What follows belongs to an exercise in optimizing a design on an open flow for small area and a short achievable clock period; a production flow would make more cautious choices. Function was checked by simulation only, so behaviour that the tests miss may differ from the original. Power figures rest on the tool's default switching activity, not on a simulated workload.

Design wallace_mul, start of the top module:
module wallace_mul (
	input  logic                  clk,
	input  logic                  rst_n,
	input  logic                  in_valid,
	input  logic [31:0]           a,
	input  logic [31:0]           b,
	output logic [63:0]           product,
	output logic                  out_valid
);
Settings: LEC_CHECK=0, ABC_AREA=1, CAP_MARGIN=20, CORE_MARGIN=2, CORE_UTILIZATION=40, CTS_BUF_LIST=sky130_fd_sc_hd__clkbuf_8, SETUP_SLACK_MARGIN=1.3, SLEW_MARGIN=20, TNS_END_PERCENT=1; clock period 3.5 ns.
standard.sh (not shown) runs the stock make flow with config.mk's settings and CLKGATE_MAP_FILE= SYNTH_SCRIPT=/design/flow/synth_recipe.tcl, a recipe that flattens the netlist after the stock synthesis.
==> flow/flow/run.sh <==
#!/bin/bash
# Standard layout with three changes:
# - if flow/abc.script exists, synthesis maps with it instead of ORFS's ABC script
#   (a copy of ORFS's scripts folder with only that file replaced; ABC maps the
#   combinational logic only, so registers and their names are the standard ones);
# - between synthesis and floorplan, fapol.py removes the inverters Yosys leaves
#   around its full-adder cells (a full adder is self-dual, so it can work on
#   complemented nets instead);
# - the port buffers are a plain buffer cell (PORT_BUF), not the delay cell
#   buffer_ports picks by default.
set -euo pipefail
W=$PWD
PORT_BUF=$(cat $W/flow/port_buf.txt 2>/dev/null || echo sky130_fd_sc_hd__buf_4)
export BUFFER_PORTS_ARGS="-buffer_cell $PORT_BUF"
if [[ -f $W/flow/abc.script ]]; then
  rm -rf $W/scripts_local
  cp -r $FLOW_HOME/scripts $W/scripts_local
  cp $W/flow/abc.script $W/scripts_local/abc_speed.script
  cp $W/flow/abc.script $W/scripts_local/abc_area.script
  export SCRIPTS_DIR=$W/scripts_local
fi
R=$W/orfs/results/$FLOW_PLATFORM/wallace_mul/base
bash standard.sh $R/1_2_yosys.v > $W/synth.log 2>&1
cp $R/1_2_yosys.v $W/1_2_yosys.std.v
python3 $W/flow/fapol.py $W/1_2_yosys.std.v $R/1_2_yosys.v > $W/fapol.log 2>&1
bash standard.sh > $W/layout.log 2>&1
Other scripts of this flow, unchanged in this note and not shown: flow/flow/fapol.py, flow/flow/port_buf.txt
Edit:
SETUP_SLACK_MARGIN = 1.1   (was 1.3)
TNS_END_PERCENT = not set   (was 1)
Result: Via count shrinks by 0.47%. Worst setup slack is worse by 0.0035 ns. Clock skew barely changes. Core utilization goes up by 0.60 points. Critical path depth grows by 3. Synthesized area is unchanged. First-iteration DRC count drops by 11%. Worst hold slack got worse by 0.015 ns. Global-route usage rises by 0.23 points. Synthesized cell count stays the same. Sequential share of layout area is lower by 0.30 points.
Edit:
SETUP_SLACK_MARGIN = 1.45   (was 1.1)
TNS_END_PERCENT = 1   (was not set)
After rerunning: Power rose by 2.6%; worst hold slack hardly moves; routed wire length came out lower by 1.7%; non-clock buffer count rises by 22; synthesized cell count does not change; combinational power rises by about 4%; sequential cell count is unchanged; area after synthesis does not change; clock-buffer cell count goes up by 1.
Edit:
CORE_UTILIZATION = 55   (was 40)
SETUP_SLACK_MARGIN = 1.05   (was 1.45)
TNS_END_PERCENT = not set   (was 1)
Effect:
- wire length climbs by 4.4%
- sequential power is about the same
- final cell count drops by 6.4%
- power decreases by 1.2%
- design area went up by 0.49%
- worst setup slack got worse by 0.025 ns
- clock skew is higher by 0.0075 ns
- first-iteration DRC count goes up by 15%
- synthesized area does not change
- critical path depth decreases by 1
Edit:
CORE_UTILIZATION = 40   (was 55)
SETUP_SLACK_MARGIN = 1.1   (was 1.05)
TNS_END_PERCENT = 10   (was not set)
Wire length drops by 2.9%.
Worst setup slack hardly moves.
Power hardly moves.
Global-route usage drops by 11 points.
Non-clock buffer count climbs by 1.
Maximum frequency stays flat.
Hold slack loses 0.020 ns.
Final cell count climbs by 6.4%.
Synthesized cell count does not change.
Core utilization drops by 18 points.
Edit:
CORE_UTILIZATION = 62   (was 40)
PLACE_DENSITY = 0.72   (was not set)
TNS_END_PERCENT = not set   (was 10)
Outcome:
- The changed run ran to the end with no violations
- wire length is lower by 3.1%
- global-route usage is higher by 14 points
- synthesized cell count does not change
- core utilization is higher by 28 points
- count of clock-buffer cells in the layout is higher by 6
- worst setup slack improves by 0.055 ns
- design area is higher by about 1.8%
- sequential power hardly moves

* * *

Setup of run A:
Starting RTL as in the previous note.
export LEC_CHECK = 0
export ABC_AREA = 1
export CAP_MARGIN = 20
export CORE_MARGIN = 2
export CORE_UTILIZATION = 40
export CTS_BUF_LIST = sky130_fd_sc_hd__clkbuf_8
export SETUP_SLACK_MARGIN = 1.2
export SLEW_MARGIN = 20
create_clock -name core_clock -period 3.5 [get_ports {clk}]
==> flow/flow/fapol.py <==
#!/usr/bin/env python3
"""Remove inverters around full-adder cells in a mapped sky130hd netlist.

A full adder is self-dual: FA(~a,~b,~c) = (~cout, ~sum).  Yosys's extract_fa often
picks the complemented form and leaves inverters between adder cells.  This script
chooses, for every fa cell, whether to use it complemented, so as to need as few
inverters as possible, and swaps xor2/xnor2 (xor3/xnor3) drivers whose every load
wants the other polarity.  Registers and ports are untouched.

Usage: fapol.py IN.v OUT.v
"""
import re, sys, random
from collections import defaultdict

src = open(sys.argv[1]).read()
m = re.search(r'\bmodule\s+(\S+)\s*\((.*?)\);', src, re.S)
ports = set(p.strip() for p in m.group(2).split(','))
body_start = src.index(';', m.end() - 1) + 1
endm = src.rindex('endmodule')

inst_re = re.compile(r'^\s*(sky130_fd_sc_hd__\w+)\s+(\S+)\s*\((.*?)\);\s*$', re.S | re.M)
pin_re = re.compile(r'\.(\w+)\(\s*([^()]*?)\s*\)')
OUTPINS = {'X', 'Y', 'Q', 'Q_N', 'SUM', 'COUT', 'HI', 'LO', 'GCLK'}

cells = []          # [type, name, [(pin, net)]]
first = None
last = None
for mm in inst_re.finditer(src, body_start, endm):
    if first is None:
        first = mm.start()
    last = mm.end()
    cells.append([mm.group(1), mm.group(2), pin_re.findall(mm.group(3))])
header = src[:first]
# anything between instances other than whitespace would be lost: check
rest = inst_re.sub('', src[first:last])
assert rest.strip() == '', rest.strip()[:200]
trailer = src[last:]


def base(t):
    return re.sub(r'_\d+$', '', t.replace('sky130_fd_sc_hd__', ''))


def portnet(n):
    return n.split('[')[0].lstrip('\\').strip() in ports or n in ports


driver = {}
for i, (t, name, pins) in enumerate(cells):
    for p, n in pins:
        if p in OUTPINS:
            driver[n] = (i, p)

removable = set()
for i, (t, name, pins) in enumerate(cells):
    if base(t) in ('inv', 'clkinv'):
        d = dict(pins)
        if not portnet(d['Y']) and not portnet(d['A']):
            removable.add(i)


def root(n):
    q = 0
    while n in driver and driver[n][0] in removable:
        n = dict(cells[driver[n][0]][2])['A']
        q ^= 1
    return n, q


isfa = [base(t) == 'fa' for t, _, _ in cells]
x = [0] * len(cells)
fixed = set()
# sinks per root: list of (cell, pin index, parity)
sinks = defaultdict(list)
port_roots = set()
for i, (t, name, pins) in enumerate(cells):
    if i in removable:
        continue
    for k, (p, n) in enumerate(pins):
        if p in OUTPINS:
            continue
        r, q = root(n)
        sinks[r].append((i, k, q))
# ports that are outputs read a net; keep the polarity of their drivers
for n in list(driver):
    if portnet(n):
        r, q = root(n)
        port_roots.add(r)
        if driver[r][0] is not None:
            fixed.add(driver[r][0])
swappable = {'xor2': 'xnor2', 'xnor2': 'xor2', 'xor3': 'xnor3', 'xnor3': 'xor3'}
swap = [0] * len(cells)


def drv_flip(r):
    d = driver.get(r)
    if d is None:
        return 0
    return x[d[0]]


def need(r):
    """(needs true, needs complement) at root r, physical."""
    nt = nc = 0
    dx = drv_flip(r)
    for (i, k, q) in sinks[r]:
        if q ^ x[i] ^ dx:
            nc = 1
        else:
            nt = 1
    return nt, nc


def cost_root(r):
    nt, nc = need(r)
    if not nc:
        return 0
    d = driver.get(r)
    if d is not None and not nt and base(cells[d[0]][0]) in swappable and r not in port_roots:
        return 0.001  # swap the driver instead of adding an inverter
    return 1


def roots_of(i):
    rs = set()
    for p, n in cells[i][2]:
        if p in OUTPINS:
            rs.add(n)
        else:
            rs.add(root(n)[0])
    return rs


fa_idx = [i for i in range(len(cells)) if isfa[i] and i not in fixed and i not in removable]
rofs = {i: roots_of(i) for i in fa_idx}
total0 = sum(cost_root(r) for r in sinks)
random.seed(1)
for it in range(20):
    changed = 0
    order = list(fa_idx)
    random.shuffle(order)
    for i in order:
        rs = rofs[i]
        before = sum(cost_root(r) for r in rs)
        x[i] ^= 1
        after = sum(cost_root(r) for r in rs)
        if after < before - 1e-9:
            changed += 1
        else:
            x[i] ^= 1
    if not changed:
        break
total1 = sum(cost_root(r) for r in sinks)

# ---------------------------------------------------------------- rewrite
out_cells = []
new_wires = []
need_new = set()
inv_net = {}
ninv = 0
nswap = 0
for r in sinks:
    nt, nc = need(r)
    if not nc:
        continue
    d = driver.get(r)
    if d is not None and not nt and base(cells[d[0]][0]) in swappable and r not in port_roots:
        swap[d[0]] = 1
        nswap += 1
        continue
    nm = '_fapol_n%d_' % len(inv_net)
    inv_net[r] = nm
    new_wires.append(nm)
# an inverter of the root that a sink already used, and that still has a sink
# needing the complement, is kept as it was (it keeps Yosys's fanout split)
kept = set()
for i, (t, name, pins) in enumerate(cells):
    if i in removable:
        continue
    for p, n in pins:
        if p in OUTPINS:
            continue
        r, q = root(n)
        if q == 1 and q ^ x[i] ^ drv_flip(r) and n in driver and driver[n][0] in removable \
                and dict(cells[driver[n][0]][2])['A'] == r and r in inv_net:
            kept.add(driver[n][0])
for i, (t, name, pins) in enumerate(cells):
    if i in removable and i not in kept:
        continue
    if i in kept:
        out_cells.append((t, name, pins))
        continue
    if swap[i]:
        b = base(t)
        t = t.replace('__' + b + '_', '__' + swappable[b] + '_')
        ren = {'xnor2': {'Y': 'X'}, 'xor2': {'X': 'Y'}}.get(b, {})
        pins = [(ren.get(p, p), n) for p, n in pins]
    newpins = []
    for p, n in pins:
        if p not in OUTPINS:
            r, q = root(n)
            dx = drv_flip(r)
            if q ^ x[i] ^ dx:
                if q == 1 and n in driver and driver[n][0] in kept:
                    used_new_inv = False
                elif r in inv_net:
                    n = inv_net[r]
                    need_new.add(r)
                else:
                    n = r   # driver was swapped
            else:
                n = r
        newpins.append((p, n))
    if x[i]:
        # complemented adder: swap nothing, the polarity is carried by its nets
        pass
    out_cells.append((t, name, newpins))
for r, nm in inv_net.items():
    if r not in need_new:
        new_wires.remove(nm)
        continue
    ninv += 1
    out_cells.append(('sky130_fd_sc_hd__inv_1', '_fapol_i%d_' % ninv, [('A', r), ('Y', nm)]))

# nets whose sinks and drivers all vanished stay declared; harmless
hdr = header.rstrip() + '\n' + ''.join('  wire %s;\n' % w for w in new_wires)
o = [hdr]
for t, name, pins in out_cells:
    o.append('  %s %s (\n%s\n  );\n' % (t, name, ',\n'.join('    .%s(%s)' % (p, n + (' ' if n.startswith('\\') else '')) for p, n in pins)))
o.append(trailer)
open(sys.argv[2], 'w').write(''.join(o))
print('fapol: inverters removable %d, adders %d flipped %d, inverters kept %d, new %d, xor swaps %d (cost %.0f -> %.0f)'
      % (len(removable), len(fa_idx), sum(x), len(kept), ninv, nswap, total0, total1), file=sys.stderr)
Scripts as last shown in full above: flow/flow/run.sh
Other scripts of this flow, unchanged in this note and not shown: flow/flow/port_buf.txt
--- input diff run A..run C ---
- changing CORE_UTILIZATION from 40 to 55
- changing SETUP_SLACK_MARGIN from 1.2 to 1.15
--- a/flow/flow/fapol.py
+++ b/flow/flow/fapol.py
@@ -156,5 +156,4 @@
 out_cells = []
 new_wires = []
-need_new = set()
 inv_net = {}
 ninv = 0
@@ -172,22 +171,6 @@
     inv_net[r] = nm
     new_wires.append(nm)
-# an inverter of the root that a sink already used, and that still has a sink
-# needing the complement, is kept as it was (it keeps Yosys's fanout split)
-kept = set()
 for i, (t, name, pins) in enumerate(cells):
     if i in removable:
-        continue
-    for p, n in pins:
-        if p in OUTPINS:
-            continue
-        r, q = root(n)
-        if q == 1 and q ^ x[i] ^ drv_flip(r) and n in driver and driver[n][0] in removable \
-                and dict(cells[driver[n][0]][2])['A'] == r and r in inv_net:
-            kept.add(driver[n][0])
-for i, (t, name, pins) in enumerate(cells):
-    if i in removable and i not in kept:
-        continue
-    if i in kept:
-        out_cells.append((t, name, pins))
         continue
     if swap[i]:
@@ -202,9 +185,6 @@
             dx = drv_flip(r)
             if q ^ x[i] ^ dx:
-                if q == 1 and n in driver and driver[n][0] in kept:
-                    used_new_inv = False
-                elif r in inv_net:
+                if r in inv_net:
                     n = inv_net[r]
-                    need_new.add(r)
                 else:
                     n = r   # driver was swapped
@@ -217,7 +197,4 @@
     out_cells.append((t, name, newpins))
 for r, nm in inv_net.items():
-    if r not in need_new:
-        new_wires.remove(nm)
-        continue
     ninv += 1
     out_cells.append(('sky130_fd_sc_hd__inv_1', '_fapol_i%d_' % ninv, [('A', r), ('Y', nm)]))
@@ -230,4 +207,4 @@
 o.append(trailer)
 open(sys.argv[2], 'w').write(''.join(o))
-print('fapol: inverters removable %d, adders %d flipped %d, inverters kept %d, new %d, xor swaps %d (cost %.0f -> %.0f)'
-      % (len(removable), len(fa_idx), sum(x), len(kept), ninv, nswap, total0, total1), file=sys.stderr)
+print('fapol: inverters removable %d, adders %d flipped %d, inverters after %d, xor swaps %d (cost %.0f -> %.0f)'
+      % (len(removable), len(fa_idx), sum(x), ninv, nswap, total0, total1), file=sys.stderr)
==> run summary <==
- The final layout from run C, which completed every stage, passed the timing, design-rule and antenna checks at the end of the flow.
- In run C, worst hold slack is lower than in run A.
- The peak supply drop in run C was higher than what run A gave.
- Looking at ratio of cells with drive above 1 in the final layout, run C sits below run A.
- Of run A and run C, the higher post-layout minimum cycle time belongs to run C.
- Non-clock buffer count shrinks by a little under 10% when moving from run A to run C.
- Row number of buffers inserted during clock tree synthesis: run C higher / run A lower
- Compared with run A, run C shows final estimated routing congestion in global placement that has gone up by a little under 10%.
- The last element of the critical path comes out r1401 in one run and r1224 in the other, namely in run A and run C respectively.
- Finished layout cell area ended up 2.0% lower on run C than on run A.
- From run A to run C the numbers moved as follows: fraction of area in registers went up 0.46 points; number of cells in the finished layout apart from fillers shrank by 330; number of instances on the worst hold path went down by 2.

* * *

wallace_mul again, from the RTL that the note above started with.
clock: 3.5 ns
lec_check: 0
cap_margin: 20
core_margin: 2
core_utilization: 40
cts_buf_list: sky130_fd_sc_hd__clkbuf_8
setup_slack_margin: 1.1
slew_margin: 20
==> flow/flow/abc.script <==
strash
dch
map -B 0.9
topo
stime -c
==> flow/flow/port_buf.txt <==
sky130_fd_sc_hd__buf_1
Scripts as last shown in full above: flow/flow/run.sh
Other scripts of this flow, unchanged in this note and not shown: flow/flow/fapol.py
The starting point finished clean.
Next try:
==> flow/flow/run.sh (replaced) <==
#!/bin/bash
# Standard layout, with one netlist step between synthesis and floorplan:
# fapol.py removes the inverters Yosys leaves around its full-adder cells
# (a full adder is self-dual, so it can work on complemented nets instead),
# and the port buffers are buf_4 cells.
set -euo pipefail
# Port buffers: a plain buffer, not the delay cell buffer_ports picks by default
export BUFFER_PORTS_ARGS="-buffer_cell sky130_fd_sc_hd__buf_4"
W=$PWD
R=$W/orfs/results/$FLOW_PLATFORM/wallace_mul/base
bash standard.sh $R/1_2_yosys.v > $W/synth.log 2>&1
cp $R/1_2_yosys.v $W/1_2_yosys.std.v
python3 $W/flow/fapol.py $W/1_2_yosys.std.v $R/1_2_yosys.v > $W/fapol.log 2>&1
bash standard.sh > $W/layout.log 2>&1
- ABC_AREA: unset -> 1
- CTS_BUF_LIST: sky130_fd_sc_hd__clkbuf_8 -> unset
- SETUP_SLACK_MARGIN: 1.1 -> 0.95
removed: flow/flow/abc.script
removed: flow/flow/port_buf.txt
Result:
- area after synthesis increases by about 4%
- routed wire length goes down by 0.78%
- design area decreases by 2.6%
- utilization went down by 3.1 points
- die area is higher by 4.0%
- power drops by about 2.2%
- sequential share of layout area climbs by 0.63 points
- clock skew went down by 0.012 ns
Next try:
==> flow/flow/run.sh (replaced) <==
#!/bin/bash
# Standard layout with three changes:
# - if flow/abc.script exists, synthesis maps with it instead of ORFS's ABC script
#   (a copy of ORFS's scripts folder with only that file replaced; ABC maps the
#   combinational logic only, so registers and their names are the standard ones);
# - between synthesis and floorplan, fapol.py removes the inverters Yosys leaves
#   around its full-adder cells (a full adder is self-dual, so it can work on
#   complemented nets instead);
# - the port buffers are a plain buffer cell (PORT_BUF), not the delay cell
#   buffer_ports picks by default.
set -euo pipefail
W=$PWD
PORT_BUF=$(cat $W/flow/port_buf.txt 2>/dev/null || echo sky130_fd_sc_hd__buf_4)
export BUFFER_PORTS_ARGS="-buffer_cell $PORT_BUF"
if [[ -f $W/flow/abc.script ]]; then
  rm -rf $W/scripts_local
  cp -r $FLOW_HOME/scripts $W/scripts_local
  cp $W/flow/abc.script $W/scripts_local/abc_speed.script
  cp $W/flow/abc.script $W/scripts_local/abc_area.script
  export SCRIPTS_DIR=$W/scripts_local
fi
R=$W/orfs/results/$FLOW_PLATFORM/wallace_mul/base
bash standard.sh $R/1_2_yosys.v > $W/synth.log 2>&1
cp $R/1_2_yosys.v $W/1_2_yosys.std.v
python3 $W/flow/fapol.py $W/1_2_yosys.std.v $R/1_2_yosys.v > $W/fapol.log 2>&1
bash standard.sh > $W/layout.log 2>&1
==> flow/flow/port_buf.txt (new file) <==
sky130_fd_sc_hd__buf_1
- CTS_BUF_LIST: unset -> sky130_fd_sc_hd__clkbuf_8
- SETUP_SLACK_MARGIN: 0.95 -> 1.25
- TNS_END_PERCENT: unset -> 5
Design area grows by a few percent.
Worst setup slack improved by 0.20 ns.
Fmax grows by a little under a tenth.
Synthesized cell count does not change.
Clock skew grows by 0.036 ns.
Routed wire length grows slightly.
Die area does not change.
Power grows by a few percent.
Utilization grows by 1.6 points.
Final cell count grows by a few percent.
Next try:
==> flow/flow/run.sh (replaced) <==
#!/bin/bash
# Standard layout, with one netlist step between synthesis and floorplan:
# fapol.py removes the inverters Yosys leaves around its full-adder cells
# (a full adder is self-dual, so it can work on complemented nets instead),
# and the port buffers are buf_4 cells.
set -euo pipefail
# Port buffers: a plain buffer, not the delay cell buffer_ports picks by default
export BUFFER_PORTS_ARGS="-buffer_cell sky130_fd_sc_hd__buf_4"
W=$PWD
R=$W/orfs/results/$FLOW_PLATFORM/wallace_mul/base
bash standard.sh $R/1_2_yosys.v > $W/synth.log 2>&1
cp $R/1_2_yosys.v $W/1_2_yosys.std.v
python3 $W/flow/fapol.py $W/1_2_yosys.std.v $R/1_2_yosys.v > $W/fapol.log 2>&1
bash standard.sh > $W/layout.log 2>&1
- CTS_BUF_LIST: sky130_fd_sc_hd__clkbuf_8 -> unset
- SETUP_SLACK_MARGIN: 1.25 -> 1.1
- TNS_END_PERCENT: 5 -> unset
removed: flow/flow/port_buf.txt
After rerunning: Register-to-register slack degrades by 0.05 ns. Maximum frequency went down by a few percent. Non-clock buffer count went down by 36. Utilization went up by 0.50 points.
Next try:
==> flow/flow/run.sh (replaced) <==
#!/bin/bash
# Standard layout with three changes:
# - if flow/abc.script exists, synthesis maps with it instead of ORFS's ABC script
#   (a copy of ORFS's scripts folder with only that file replaced; ABC maps the
#   combinational logic only, so registers and their names are the standard ones);
# - between synthesis and floorplan, fapol.py removes the inverters Yosys leaves
#   around its full-adder cells (a full adder is self-dual, so it can work on
#   complemented nets instead);
# - the port buffers are a plain buffer cell (PORT_BUF), not the delay cell
#   buffer_ports picks by default.
set -euo pipefail
W=$PWD
PORT_BUF=$(cat $W/flow/port_buf.txt 2>/dev/null || echo sky130_fd_sc_hd__buf_4)
export BUFFER_PORTS_ARGS="-buffer_cell $PORT_BUF"
if [[ -f $W/flow/abc.script ]]; then
  rm -rf $W/scripts_local
  cp -r $FLOW_HOME/scripts $W/scripts_local
  cp $W/flow/abc.script $W/scripts_local/abc_speed.script
  cp $W/flow/abc.script $W/scripts_local/abc_area.script
  export SCRIPTS_DIR=$W/scripts_local
fi
R=$W/orfs/results/$FLOW_PLATFORM/wallace_mul/base
bash standard.sh $R/1_2_yosys.v > $W/synth.log 2>&1
cp $R/1_2_yosys.v $W/1_2_yosys.std.v
python3 $W/flow/fapol.py $W/1_2_yosys.std.v $R/1_2_yosys.v > $W/fapol.log 2>&1
bash standard.sh > $W/layout.log 2>&1
==> flow/flow/port_buf.txt (new file) <==
sky130_fd_sc_hd__buf_1
- CTS_BUF_LIST: unset -> sky130_fd_sc_hd__clkbuf_8
- SETUP_SLACK_MARGIN: 1.1 -> 1.35
- TNS_END_PERCENT: unset -> 5
Synthesized area does not change.
First-iteration DRC count went up by 23%.
Worst setup slack improved by 0.015 ns.
Final cell count grows by 2.1%.
Core utilization hardly moves.
Total power rises by 0.58%.
Next try:
==> flow/flow/abc.script (new file) <==
strash
dch
map -B 0.9
topo
stime -c
upsize -c
dnsize -c
- ABC_AREA: 1 -> unset
- SETUP_SLACK_MARGIN: 1.35 -> 1.1
- TNS_END_PERCENT: 5 -> unset
After rerunning:
- global-route usage rose by 0.73 points
- design area went down by about 1.2%
- cell count shrinks by about 0.5%
- first-iteration DRC count fell by about 12%
- hold slack gets better by 0.024 ns
- power shrinks by about 4%

[re-timing with driven ports]
No port has a modelled driver above. Below, the same layouts with a new extraction and two added sets of constraints.
Step 1 assumes that a clkbuf_16 drives the clock port and a buf_2 every other input.
Step 2 moves the port delays by t, midway between the first and last clock arrival at a register: inputs arrive t later, outputs are due t later. That takes back most of the time a late clock gives input paths.
Three values: ideal, step 1, step 2; two values: the first two.
| run | t (ns) | slack for setup (ns) | worst setup path after step 2 |
|---|---|---|---|
| the first run of note 1 | 0.764 | 1.125 / 1.088 / 0.323 | input to register |
| the second run of note 1 | 0.776 | 1.122 / 1.081 / 0.305 | input to register |
| the third run of note 1 | 0.775 | 1.079 / 1.062 / 0.287 | input to register |
| the fourth run of note 1 | 0.762 | 1.054 / 1.090 / 0.328 | input to register |
| the fifth run of note 1 | 0.762 | 1.055 / 1.088 / 0.326 | input to register |
| the sixth run of note 1 | 0.754 | 1.110 / 1.140 / 0.395 | input to register |
| run A | 0.790 | 1.148 / 1.161 / 0.370 | input to register |
| run C | 0.770 | 1.107 / 1.122 / 0.352 | input to register |
| the first run of note 3 | 0.772 | 1.068 / 1.048 / 0.276 | input to register |
| the second run of note 3 | 0.708 | 0.959 / 0.938 / 0.230 | input to register |
| the third run of note 3 | 0.791 | 1.158 / 1.158 / 0.390 | input to register |
| the fourth run of note 3 | 0.709 | 1.081 / 1.098 / 0.389 | input to register |
| the fifth run of note 3 | 0.789 | 1.096 / 1.096 / 0.381 | input to register |
| the sixth run of note 3 | 0.778 | 1.062 / 1.062 / 0.293 | input to register |
After both steps every run listed still meets setup and hold. The setup slack of the second run of note 1, which loses most, moves by -0.041 ns with the drivers and by -0.817 ns with both steps.
